Context: an optimization exercise on an open-source flow, tuned for small area and a short achievable clock period. The choices shown serve that exercise and are no tape-out recipe.
In this exercise RTL edits were held to simulation tests only and were not proved equivalent to the original.
No activity file was given, so power comes from the tool's default toggle rates.

## run 1
// joltage_select_sum
module joltage_select_sum #(
  parameter int MAX_K = 12,
  parameter int VAL_W = 40,
  parameter int SUM_W = 64,
  parameter int CNT_W = 32,
  localparam int KW   = $clog2(MAX_K+1)
)(
  input  logic             clk,
  input  logic             rst_n,
  input  logic [KW-1:0]    k_sel,
  input  logic [3:0]       in_digit,
  input  logic             in_last,
  input  logic             in_valid,
  output logic             in_ready,
  input  logic             sum_clr,
  output logic             line_valid,
  output logic [VAL_W-1:0] line_value,
  output logic             line_short,
  output logic [SUM_W-1:0] sum_out,
  output logic [CNT_W-1:0] lines_done,
  output logic [2:0]       error
);
  logic [MAX_K-1:0][3:0] dig, cand;
  logic [MAX_K-1:1] shf_q, asc_nxt, shf_nxt;
  logic [VAL_W-1:0] val_p, val_g, va_nxt, vb_nxt;
  logic [VAL_W-1:0] val;
  logic [KW-1:0]    cnt, k_r, k_nxt;
  logic             live, fin, rdy, in_line;
  logic             acc, upd, clr, dig_ok, k_ok, short_l, add_ok;
  logic [VAL_W:0]   add_lo;
  logic [SUM_W-1:0] sum_nxt;
  logic             carry;
  logic [CNT_W-1:0] lines_nxt;
  logic [2:0]       err_set;
  assign in_ready = rdy;
  assign acc      = in_valid && in_ready;
  assign dig_ok   = (in_digit <= 4'd9);
  assign upd      = acc && dig_ok;
  ...
Size: ~1700 cells after synthesis, ~230 flip-flops, roughly 160 I/O pins, ~0.017 mm^2 of cells after synthesis.
clock: 9.0 ns
lec_check: 0
cap_margin: 20
core_margin: 2
core_utilization: 55
setup_slack_margin: 3.8
slew_margin: 20
standard.sh (not shown) runs the stock make flow with config.mk's settings and CLKGATE_MAP_FILE= SYNTH_SCRIPT=/design/flow/synth_recipe.tcl, a recipe that flattens the netlist after the stock synthesis.
==> flow/flow/run.sh <==
#!/bin/bash
set -euo pipefail
export BUFFER_PORTS_ARGS="-buffer_cell sky130_fd_sc_hd__buf_1"
export CTS_ARGS="-sink_clustering_enable -repair_clock_nets -dont_use_dummy_load"
bash standard.sh finish > standard_flow.log 2>&1
diff inputs: run 1 => run 2
Settings: changing SETUP_SLACK_MARGIN from 3.8 to 4.1.
Run 2 finished every stage and its layout cleared the timing, design-rule and antenna checks. Diff run 1 -> run 2: logic depth of the worst register-to-register path shows an increase of 1, growth of design area from synthesis to finish rose 2.2 points, sequential cell area has remained practically unchanged, global-route wire length before repair grew by about 3%. Diff run 1 and run 2: arrival time reported for the critical path endpoint lower in run 2. Fmax: run 2 higher than run 1. Diff run 1 -> run 2: clock-buffer cell count decreased by 1 relative to the old numbers, design area increased by about 2% relative to the old numbers.
Inputs modified between run 2 and run 3:
Settings: swapping 55 for 60 in CORE_UTILIZATION.
==> flow/flow/run.sh <==
#!/bin/bash
set -euo pipefail
export BUFFER_PORTS_ARGS="-buffer_cell sky130_fd_sc_hd__buf_1"
export CTS_ARGS="-sink_clustering_enable -repair_clock_nets -dont_use_dummy_load -sink_clustering_size 24 -sink_clustering_max_diameter 100"
bash standard.sh finish > standard_flow.log 2>&1
## What came out
From run 3 to run 2, number of sequential cells did not move at all. When run 3 is set beside run 2, its via density per instance turns out to be about 2.2% larger. Of run 2 and run 3, the lower signed area change from the synthesized netlist to the final layout belongs to run 3. The clock share of power in run 3 was lower than what run 2 gave. Higher relative max-transition margin among run 2 and run 3: run 2. Relative to run 2, run 3 degrades clock period minus worst slack. Lower vias after detailed routing was reported by run 2, not run 3. From run 2 to run 3 the numbers moved as follows: clock insertion delay at the later pin of the skew report down 0.06 ns, proportion of layout cells with a drive suffix above 1 has decreased.
## Diff of input files: run 4 against run 3
Settings: SETUP_SLACK_MARGIN changed from 4.1 to 4.4; PLACE_DENSITY newly set to 0.7; CORE_UTILIZATION changed from 60 to 55.
==> flow/flow/run.sh <==
#!/bin/bash
set -euo pipefail
export BUFFER_PORTS_ARGS="-buffer_cell sky130_fd_sc_hd__buf_1"
export CTS_ARGS="-sink_clustering_enable -repair_clock_nets -dont_use_dummy_load"
bash standard.sh finish > standard_flow.log 2>&1
[summary]
- Per the final summary, run 4 finished and its layout is clean on timing, DRC and antenna.
- Run 4: number of placed instances with taps included about 1% above run 3
- Final non-filler cell area was higher in the run labelled run 4.
- Diff run 3 -> run 4: initial core utilization saw a decrease, width of the die saw an increase, met3 usage in global routing saw little to no change, wire length on met3 saw an increase.
Input changes introduced in run 5 (baseline for comparison: run 4):
Settings: PLACE_DENSITY removed (was 0.7); SETUP_SLACK_MARGIN changed from 4.4 to 4.1.
==> flow/flow/run.sh <==
#!/bin/bash
set -euo pipefail
export BUFFER_PORTS_ARGS="-buffer_cell sky130_fd_sc_hd__buf_1"
export CTS_ARGS="-sink_clustering_enable -repair_clock_nets -dont_use_dummy_load -sink_clustering_size 24 -sink_clustering_max_diameter 100"
bash standard.sh finish > standard_flow.log 2>&1
==> results.txt <==
- On storage element area, run 4 and run 5 are basically level.
- Diff run 4 -> run 5 | total power after layout | decrease of 9.5%
- Delta(switching fraction of total power, run 5 - run 4) > 0
- Of run 5 and run 4, it is run 5 that has the higher setup slack.
- Global routing usage on met2 for run 5 is lower than for run 4.
- Total length of routed wires, run 5 vs run 4: down by a few percent
- The critical path depth of run 5 is lower than that of run 4.
- Comparing run 4 and run 5, the higher slew at the pin closest to its max-slew limit was measured on run 4.
Changes in run 6 relative to run 5:
Settings: SETUP_SLACK_MARGIN changed from 4.1 to 4.4.
==> flow/flow/run.sh <==
#!/bin/bash
set -euo pipefail
export BUFFER_PORTS_ARGS="-buffer_cell sky130_fd_sc_hd__buf_1"
export CTS_ARGS="-sink_clustering_enable -repair_clock_nets -dont_use_dummy_load"
bash standard.sh finish > standard_flow.log 2>&1
==> comparison <==
- As far as count of antenna diodes in the layout goes, run 6 and run 5 are indistinguishable; the numbers are identical.
- Looking at critical path depth across run 5 and run 6, the one that comes out higher is run 6.
- Where post-detailed-routing wire length is concerned, run 5 is better than run 6.
- In the flow results for run 5 and run 6, the cell count is larger on run 6.
- Looking at origin of the worst setup path, the val_p[3] result is from run 5; the val_g[4] one comes from run 6.
- Diff run 5 -> run 6: total power rose 400 uW, worst setup margin rose 0.084 ns.

Another version of the RTL of joltage_select_sum (not shown whole).
Size in the first run: ~1,800 cells after synthesis, roughly 160 I/O pins, about 18,000 µm² of cells after synthesis.
==> flow/config.mk <==
export PLATFORM = sky130hd
export DESIGN_NAME = joltage_select_sum
export DESIGN_NICKNAME = joltage_select_sum
export VERILOG_FILES = /design/flow/design.v
export SDC_FILE = /design/flow/constraint.sdc
export NUM_CORES = 4
export LEC_CHECK = 0
export CAP_MARGIN = 20
export CORE_MARGIN = 2
export CORE_UTILIZATION = 45
export SETUP_SLACK_MARGIN = 4.4
export SLEW_MARGIN = 20
==> flow/constraint.sdc <==
create_clock -name core_clock -period 9.0 [get_ports {clk}]
set_input_delay 1.8000 -clock core_clock [delete_from_list [all_inputs] [get_ports {clk}]]
set_output_delay 1.8000 -clock core_clock [all_outputs]
set_load 0.01 [all_outputs]
==> flow/flow/run.sh <==
#!/bin/bash
set -euo pipefail
export BUFFER_PORTS_ARGS="-buffer_cell sky130_fd_sc_hd__buf_1"
export CTS_ARGS="-sink_clustering_enable -repair_clock_nets -dont_use_dummy_load"
bash standard.sh finish > standard_flow.log 2>&1
The first run passed the timing, design-rule and antenna checks.
Change:
--- a/flow/config.mk
+++ b/flow/config.mk
@@ -10 +10 @@
-export CORE_UTILIZATION = 45
+export CORE_UTILIZATION = 55
=>
- The changed run went through all stages and came out clean
- routed wire length fell by 1.4%
- setup slack gains 0.015 ns
- register-to-register slack gains 0.07 ns
- sequential share of layout area rose by 0.37 points
- final cell count fell by about 3.2%
- synthesized area is unchanged
- critical path depth rose by 1
- worst hold slack loses 0.015 ns
- final area fell by 1.3%
- first-iteration DRC count rose by about 4.3%
- global-route usage rose by 4.8 points
Change:
--- a/flow/config.mk
+++ b/flow/config.mk
@@ -11 +11 @@
-export SETUP_SLACK_MARGIN = 4.4
+export SETUP_SLACK_MARGIN = 4.0
Routed wire length decreases by a few percent; sequential power barely changes; total power goes down by a few percent; area after synthesis is unchanged; non-clock buffer count went down by 70; synthesized cell count is unchanged; clock-buffer cell count went up by 2; global-route usage falls by 0.72 points; first-iteration DRC count increases slightly; register-to-register slack got worse by 0.46 ns; via count went down by a few percent.
Change:
--- a/flow/config.mk
+++ b/flow/config.mk
@@ -11 +11 @@
-export SETUP_SLACK_MARGIN = 4.0
+export SETUP_SLACK_MARGIN = 4.7
After rerunning: Cell area went up by 14%. Non-clock buffer count goes up by 141. Sequential share of layout area is lower by 3.4 points. Routed wire length goes up by about 9%. Synthesized area is unchanged. Combinational power went up by about 30%. Total power climbs by 15%. Cell count rose by 5.9%.

Another version of the RTL of joltage_select_sum (not shown whole).
Size in the first run: ~1900 cells after synthesis, ~250 flip-flops, ~160 I/O pins, about 19000 sq um of cells after synthesis.
make LEC_CHECK=0 CAP_MARGIN=20 CORE_MARGIN=2 CORE_UTILIZATION=55 SETUP_SLACK_MARGIN=4.0 SLEW_MARGIN=20 finish   # period 9.0 ns
run.sh (not shown) runs the stock make flow with config.mk's settings and CLKGATE_MAP_FILE= SYNTH_SCRIPT=/design/flow/synth_recipe.tcl, a recipe that flattens the netlist after the stock synthesis.
Stock flow here: none of the scripts above is used.
Change:
==> flow/flow/run.sh (new file) <==
#!/bin/bash
set -euo pipefail
export BUFFER_PORTS_ARGS="-buffer_cell sky130_fd_sc_hd__buf_1"
bash standard.sh finish > standard_flow.log 2>&1
==> flow/standard.sh (new file) <==
#!/bin/bash
# synth_recipe.tcl (not shown) runs the flow's synth.tcl, then flattens the netlist and writes it again
# the make line also repeats each setting of config.mk as NAME=value (left out here)
make -C /OpenROAD-flow-scripts/flow DESIGN_CONFIG=/design/flow/config.mk WORK_HOME=/design/flow/orfs CLKGATE_MAP_FILE= SYNTH_SCRIPT=/design/flow/synth_recipe.tcl "${@:-finish}"
Settings changed: SETUP_SLACK_MARGIN 4.0 to 3.5.
removed: flow/run.sh
Outcome:
- The changed run finished clean
- count of clock-buffer cells in the layout climbs by 3
- non-clock buffer count drops by 33
- worst setup slack degrades by 0.17 ns
- via count drops by 3.1%
Change:
==> flow/run.sh (new file) <==
#!/bin/bash
# synth_recipe.tcl (not shown) runs the flow's synth.tcl, then flattens the netlist and writes it again
# the make line also repeats each setting of config.mk as NAME=value (left out here)
make -C /OpenROAD-flow-scripts/flow DESIGN_CONFIG=/design/flow/config.mk WORK_HOME=/design/flow/orfs CLKGATE_MAP_FILE= SYNTH_SCRIPT=/design/flow/synth_recipe.tcl finish
removed: flow/flow/run.sh
removed: flow/standard.sh
The new run ran to the end with no violations.
Clock-buffer cell count decreases by 2.
Cell count stays flat.
Non-clock buffer count goes up by 1.
Critical path depth stays the same.
Register-to-register slack gains 0.14 ns.
Total power increases by 2.9%.
Worst setup slack loses 0.10 ns.
Maximum frequency went down by 1.9%.
Wire length is higher by 2.5%.

Another version of the RTL of joltage_select_sum (not shown whole).
Size: roughly 1900 cells after synthesis, about 160 I/O pins, ~19000 um2 of cells after synthesis.
export LEC_CHECK = 0
export CAP_MARGIN = 20
export CORE_MARGIN = 2
export CORE_UTILIZATION = 55
export CTS_BUF_LIST = sky130_fd_sc_hd__clkbuf_4
export SETUP_SLACK_MARGIN = 4.0
export SLEW_MARGIN = 20
create_clock -name core_clock -period 9.0 [get_ports {clk}]
standard.sh (not shown) runs the stock make flow with config.mk's settings and CLKGATE_MAP_FILE= SYNTH_SCRIPT=/design/flow/synth_recipe.tcl, a recipe that flattens the netlist after the stock synthesis.
==> flow/flow/run.sh <==
#!/bin/bash
set -euo pipefail
export BUFFER_PORTS_ARGS="-buffer_cell sky130_fd_sc_hd__buf_1"
bash standard.sh finish > standard_flow.log 2>&1
The baseline passed the timing, design-rule and antenna checks.
Change:
--- a/flow/config.mk
+++ b/flow/config.mk
@@ -9,5 +9,4 @@
 export CORE_MARGIN = 2
 export CORE_UTILIZATION = 55
-export CTS_BUF_LIST = sky130_fd_sc_hd__clkbuf_4
-export SETUP_SLACK_MARGIN = 4.0
+export SETUP_SLACK_MARGIN = 4.5
 export SLEW_MARGIN = 20
Routed wire length rises by 2.6%.
Via count rises by 0.57%.
Total power rose by 6.5%.
Fmax went up by 1.1%.
Design area climbs by 5.5%.
Combinational power went up by 9.8%.
Core utilization rose by 3.5 points.
Clock skew shrinks by 0.024 ns.
Change:
==> flow/flow/run.sh (replaced) <==
#!/bin/bash
set -euo pipefail
export BUFFER_PORTS_ARGS="-buffer_cell sky130_fd_sc_hd__buf_1"
export CTS_ARGS="-sink_clustering_enable -repair_clock_nets -dont_use_dummy_load"
bash standard.sh finish > standard_flow.log 2>&1
--- a/flow/config.mk
+++ b/flow/config.mk
@@ -9,4 +9,4 @@
 export CORE_MARGIN = 2
 export CORE_UTILIZATION = 55
-export SETUP_SLACK_MARGIN = 4.5
+export SETUP_SLACK_MARGIN = 4.0
 export SLEW_MARGIN = 20
Non-clock buffer count falls by 52; total power falls by 9.3%; sequential share of layout area rises by 2.1 points; design area falls by about 7%; setup slack gets better by 0.11 ns; maximum frequency rises by about 2.2%; hold slack gets worse by 0.015 ns; wire length falls by about 4.3%; die area is unchanged.
Change:
--- a/flow/config.mk
+++ b/flow/config.mk
@@ -8,5 +8,6 @@
 export CAP_MARGIN = 20
 export CORE_MARGIN = 2
-export CORE_UTILIZATION = 55
+export CORE_UTILIZATION = 65
+export PLACE_DENSITY = 0.75
 export SETUP_SLACK_MARGIN = 4.0
 export SLEW_MARGIN = 20
What happened:
- routed wire length went up by 0.65%
- worst setup slack degrades by 0.060 ns
- design area hardly moves
- hold slack stays flat
- combinational power increases by about 5%
Change:
==> flow/flow/run.sh (replaced) <==
#!/bin/bash
set -euo pipefail
export BUFFER_PORTS_ARGS="-buffer_cell sky130_fd_sc_hd__buf_1"
bash standard.sh finish > standard_flow.log 2>&1
--- a/flow/config.mk
+++ b/flow/config.mk
@@ -8,6 +8,5 @@
 export CAP_MARGIN = 20
 export CORE_MARGIN = 2
-export CORE_UTILIZATION = 65
-export PLACE_DENSITY = 0.75
+export CORE_UTILIZATION = 55
 export SETUP_SLACK_MARGIN = 4.0
 export SLEW_MARGIN = 20
Outcome:
- worst setup slack improved by 0.023 ns
- global-route usage is lower by 4.3 points
- sequential share of layout area is lower by 0.51 points
- non-clock buffer count is higher by 3
- area after synthesis stays the same
- power is higher slightly
- design area is higher slightly
- wire length is higher slightly

joltage_select_sum, a different RTL version from the one above (not shown whole).
Size: roughly 1800 cells after synthesis, about 160 I/O pins.
clock: 9.0 ns
lec_check: 0
cap_margin: 20
core_margin: 2
core_utilization: 55
setup_slack_margin: 4.5
slew_margin: 20
run.sh (not shown) runs the stock make flow with config.mk's settings and CLKGATE_MAP_FILE= SYNTH_SCRIPT=/design/flow/synth_recipe.tcl, a recipe that flattens the netlist after the stock synthesis.
Stock flow here: none of the scripts above is used.
Next try:
SETUP_SLACK_MARGIN = not set   (was 4.5)
What happened:
- The new run produced a clean layout
- count of clock-buffer cells in the layout went down by 1
- critical path depth is unchanged
- die area does not change
- via count went down by 9.0%
Next try:
SETUP_SLACK_MARGIN = 2.5   (was not set)
Effect:
- The changed run completed without violations
- global-route usage stays flat
- die area is unchanged
- worst hold slack hardly moves
- design area rose by 0.93%
- register-to-register slack improved by 260 ps
- worst setup slack improved by 840 ps
- routed wire length rose by 0.55%
- via count rose by about 0.38%
Next try:
SETUP_SLACK_MARGIN = 3.5   (was 2.5)
Effect:
- final area is higher by 6.8%
- first-iteration DRC count is higher by about 12%
- power is higher by 0.73%
- clock skew is lower by 9.4 ps
- clock-buffer cell count is lower by 5
- area after synthesis is unchanged
- setup slack gains 120 ps

RTL: one of the versions met above, not the one the previous note started from.
For scale: about 1700 cells after synthesis, roughly 230 flip-flops, about 160 I/O pins, about 17000 µm² of cells after synthesis.
clock: 9.0 ns
lec_check: 0
cap_margin: 20
core_margin: 2
core_utilization: 55
setup_slack_margin: 4.1
slew_margin: 20
standard.sh (not shown) runs the stock make flow with config.mk's settings and CLKGATE_MAP_FILE= SYNTH_SCRIPT=/design/flow/synth_recipe.tcl, a recipe that flattens the netlist after the stock synthesis.
==> flow/flow/run.sh <==
#!/bin/bash
set -euo pipefail
export BUFFER_PORTS_ARGS="-buffer_cell sky130_fd_sc_hd__buf_1"
export CTS_ARGS="-sink_clustering_enable -repair_clock_nets -dont_use_dummy_load -sink_clustering_size 32 -sink_clustering_max_diameter 120"
bash standard.sh finish > standard_flow.log 2>&1
The baseline completed with no timing, DRC or antenna violations.
Next try:
==> flow/flow/run.sh (replaced) <==
#!/bin/bash
set -euo pipefail
export BUFFER_PORTS_ARGS="-buffer_cell sky130_fd_sc_hd__buf_1"
export CTS_ARGS="-sink_clustering_enable -repair_clock_nets -dont_use_dummy_load"
bash standard.sh finish > standard_flow.log 2>&1
--- a/flow/config.mk
+++ b/flow/config.mk
@@ -10,3 +10,3 @@
 export CORE_UTILIZATION = 55
-export SETUP_SLACK_MARGIN = 4.1
+export SETUP_SLACK_MARGIN = 4.0
 export SLEW_MARGIN = 20
After rerunning: Global-route usage hardly moves; combinational power drops by about 3%; total power climbs by 8.1%; first-iteration DRC count drops by 20%; routed wire length is about the same; synthesized cell count stays the same; hold slack loses 3.3 ps; worst setup slack loses 110 ps; utilization climbs by 0.60 points.
Next try:
==> flow/flow/run.sh (replaced) <==
#!/bin/bash
set -euo pipefail
export BUFFER_PORTS_ARGS="-buffer_cell sky130_fd_sc_hd__buf_1"
export CTS_ARGS="-sink_clustering_enable -repair_clock_nets -dont_use_dummy_load -sink_clustering_size 24 -sink_clustering_max_diameter 100"
bash standard.sh finish > standard_flow.log 2>&1
--- a/flow/config.mk
+++ b/flow/config.mk
@@ -10,3 +10,4 @@
 export CORE_UTILIZATION = 55
-export SETUP_SLACK_MARGIN = 4.0
+export GPL_ROUTABILITY_DRIVEN = 0
+export SETUP_SLACK_MARGIN = 4.1
 export SLEW_MARGIN = 20
Effect: Worst hold slack improved by 8.4 ps; setup slack improved by 27 ps; sequential share of layout area increases by 0.50 points; via count decreases by 0.38%; routed wire length decreases by 0.68%; first-iteration DRC count increases by 11%.
Next try:
--- a/flow/config.mk
+++ b/flow/config.mk
@@ -10,4 +10,3 @@
 export CORE_UTILIZATION = 55
-export GPL_ROUTABILITY_DRIVEN = 0
-export SETUP_SLACK_MARGIN = 4.1
+export SETUP_SLACK_MARGIN = 4.3
 export SLEW_MARGIN = 20
Setup slack improved by 200 ps.
Sequential power barely changes.
Maximum frequency increases by 4.2%.
Non-clock buffer count came out higher by 30.
Sequential cell count does not change.
Die area is unchanged.
Worst hold slack is worse by 3.2 ps.
Power goes up by about 2%.
Utilization rose by 1.8 points.
Next try:
--- a/flow/config.mk
+++ b/flow/config.mk
@@ -10,3 +10,3 @@
 export CORE_UTILIZATION = 55
-export SETUP_SLACK_MARGIN = 4.3
+export SETUP_SLACK_MARGIN = 4.1
 export SLEW_MARGIN = 20
=> Wire length decreases by 1.5%; design area drops by 1.8%; clock power is higher by 3.5%; total power fell by 0.35%; setup slack loses 110 ps; die area stays the same; via count drops by 0.61%; area after synthesis stays the same; hold slack is worse by 8.7 ps.

what the ideal ports hide:
The flow's constraints put no driver on any port. The routed layouts listed below were extracted and timed again, unchanged, in two steps.
Step 1, drivers: a clkbuf_16 drives clk and a buf_2 each remaining input, both assumed.
Step 2 moves the port delays by t, midway between the first and last clock arrival at a register: inputs arrive t later, outputs are due t later. That takes back most of the time a late clock gives input paths.
Slacks: ideal / step 1 / step 2; pairs: ideal / step 1.
run | shift t [ns] | setup slack, ns | worst hold slack (ns) | worst data-port slew with drivers (ns)
run 1 | 0.574 | 3.929 / 3.929 / 3.497 | 0.494 / 0.494 / 0.494 | 0.04
run 2 | 0.582 | 4.262 / 4.258 / 3.752 | 0.496 / 0.496 / 0.496 | 0.03
run 3 | 0.530 | 4.187 / 4.151 / 3.790 | 0.508 / 0.508 / 0.508 | 0.03
run 4 | 0.578 | 4.232 / 4.180 / 4.047 | 0.497 / 0.497 / 0.497 | 0.04
run 5 | 0.538 | 4.252 / 4.198 / 3.834 | 0.498 / 0.498 / 0.498 | 0.03
run 6 | 0.579 | 4.336 / 4.282 / 4.026 | 0.509 / 0.509 / 0.509 | 0.03
the first run of note 2 | 0.594 | 4.292 / 4.239 / 4.077 | 0.508 / 0.508 / 0.508 | 0.03
the second run of note 2 | 0.586 | 4.307 / 4.253 / 4.002 | 0.494 / 0.494 / 0.494 | 0.03
the third run of note 2 | 0.574 | 4.030 / 4.030 / 3.673 | 0.497 / 0.497 / 0.497 | 0.04
the fourth run of note 2 | 0.597 | 4.202 / 4.148 / 4.167 | 0.507 / 0.507 / 0.507 | 0.04
the first run of note 3 | 0.627 | 3.920 / 3.867 / 3.990 | 0.498 / 0.498 / 0.498 | 0.04
the second run of note 3 | 0.606 | 3.753 / 3.721 / 3.753 | 0.492 / 0.492 / 0.492 | 0.05
the third run of note 3 | 0.627 | 3.651 / 3.597 / 3.888 | 0.496 / 0.496 / 0.496 | 0.03
the first run of note 4 | 0.786 | 3.804 / 3.755 / 4.223 | 0.491 / 0.491 / 0.491 | 0.05
the second run of note 4 | 0.616 | 3.862 / 3.810 / 3.988 | 0.505 / 0.505 / 0.505 | 0.04
the third run of note 4 | 0.593 | 3.973 / 3.922 / 4.200 | 0.489 / 0.489 / 0.489 | 0.04
the fourth run of note 4 | 0.579 | 3.913 / 3.866 / 4.145 | 0.492 / 0.492 / 0.492 | 0.04
the fifth run of note 4 | 0.609 | 3.936 / 3.886 / 4.189 | 0.490 / 0.490 / 0.490 | 0.04
the first run of note 5 | 0.601 | 2.827 / 2.772 / 3.147 | 0.469 / 0.469 / 0.469 | 0.06
the second run of note 5 | 0.599 | 1.853 / 1.799 / 2.398 | 0.472 / 0.472 / 0.472 | 0.04
the third run of note 5 | 0.599 | 2.697 / 2.643 / 2.496 | 0.472 / 0.472 / 0.472 | 0.04
the fourth run of note 5 | 0.595 | 2.821 / 2.768 / 3.159 | 0.479 / 0.479 / 0.479 | 0.03
the first run of note 6 | 0.528 | 4.252 / 4.221 / 3.826 | 0.505 / 0.505 / 0.505 | 0.03
the second run of note 6 | 0.582 | 4.143 / 4.143 / 3.693 | 0.502 / 0.502 / 0.502 | 0.03
the third run of note 6 | 0.530 | 4.170 / 4.170 / 3.789 | 0.510 / 0.510 / 0.510 | 0.03
the fourth run of note 6 | 0.526 | 4.367 / 4.316 / 3.950 | 0.507 / 0.507 / 0.507 | 0.05
the fifth run of note 6 | 0.538 | 4.252 / 4.198 / 3.834 | 0.498 / 0.498 / 0.498 | 0.03
After both steps setup and hold are still met in every run listed. For run 2, which loses most, drivers alone change the setup slack by -0.004 ns; drivers and shift together by -0.510 ns.
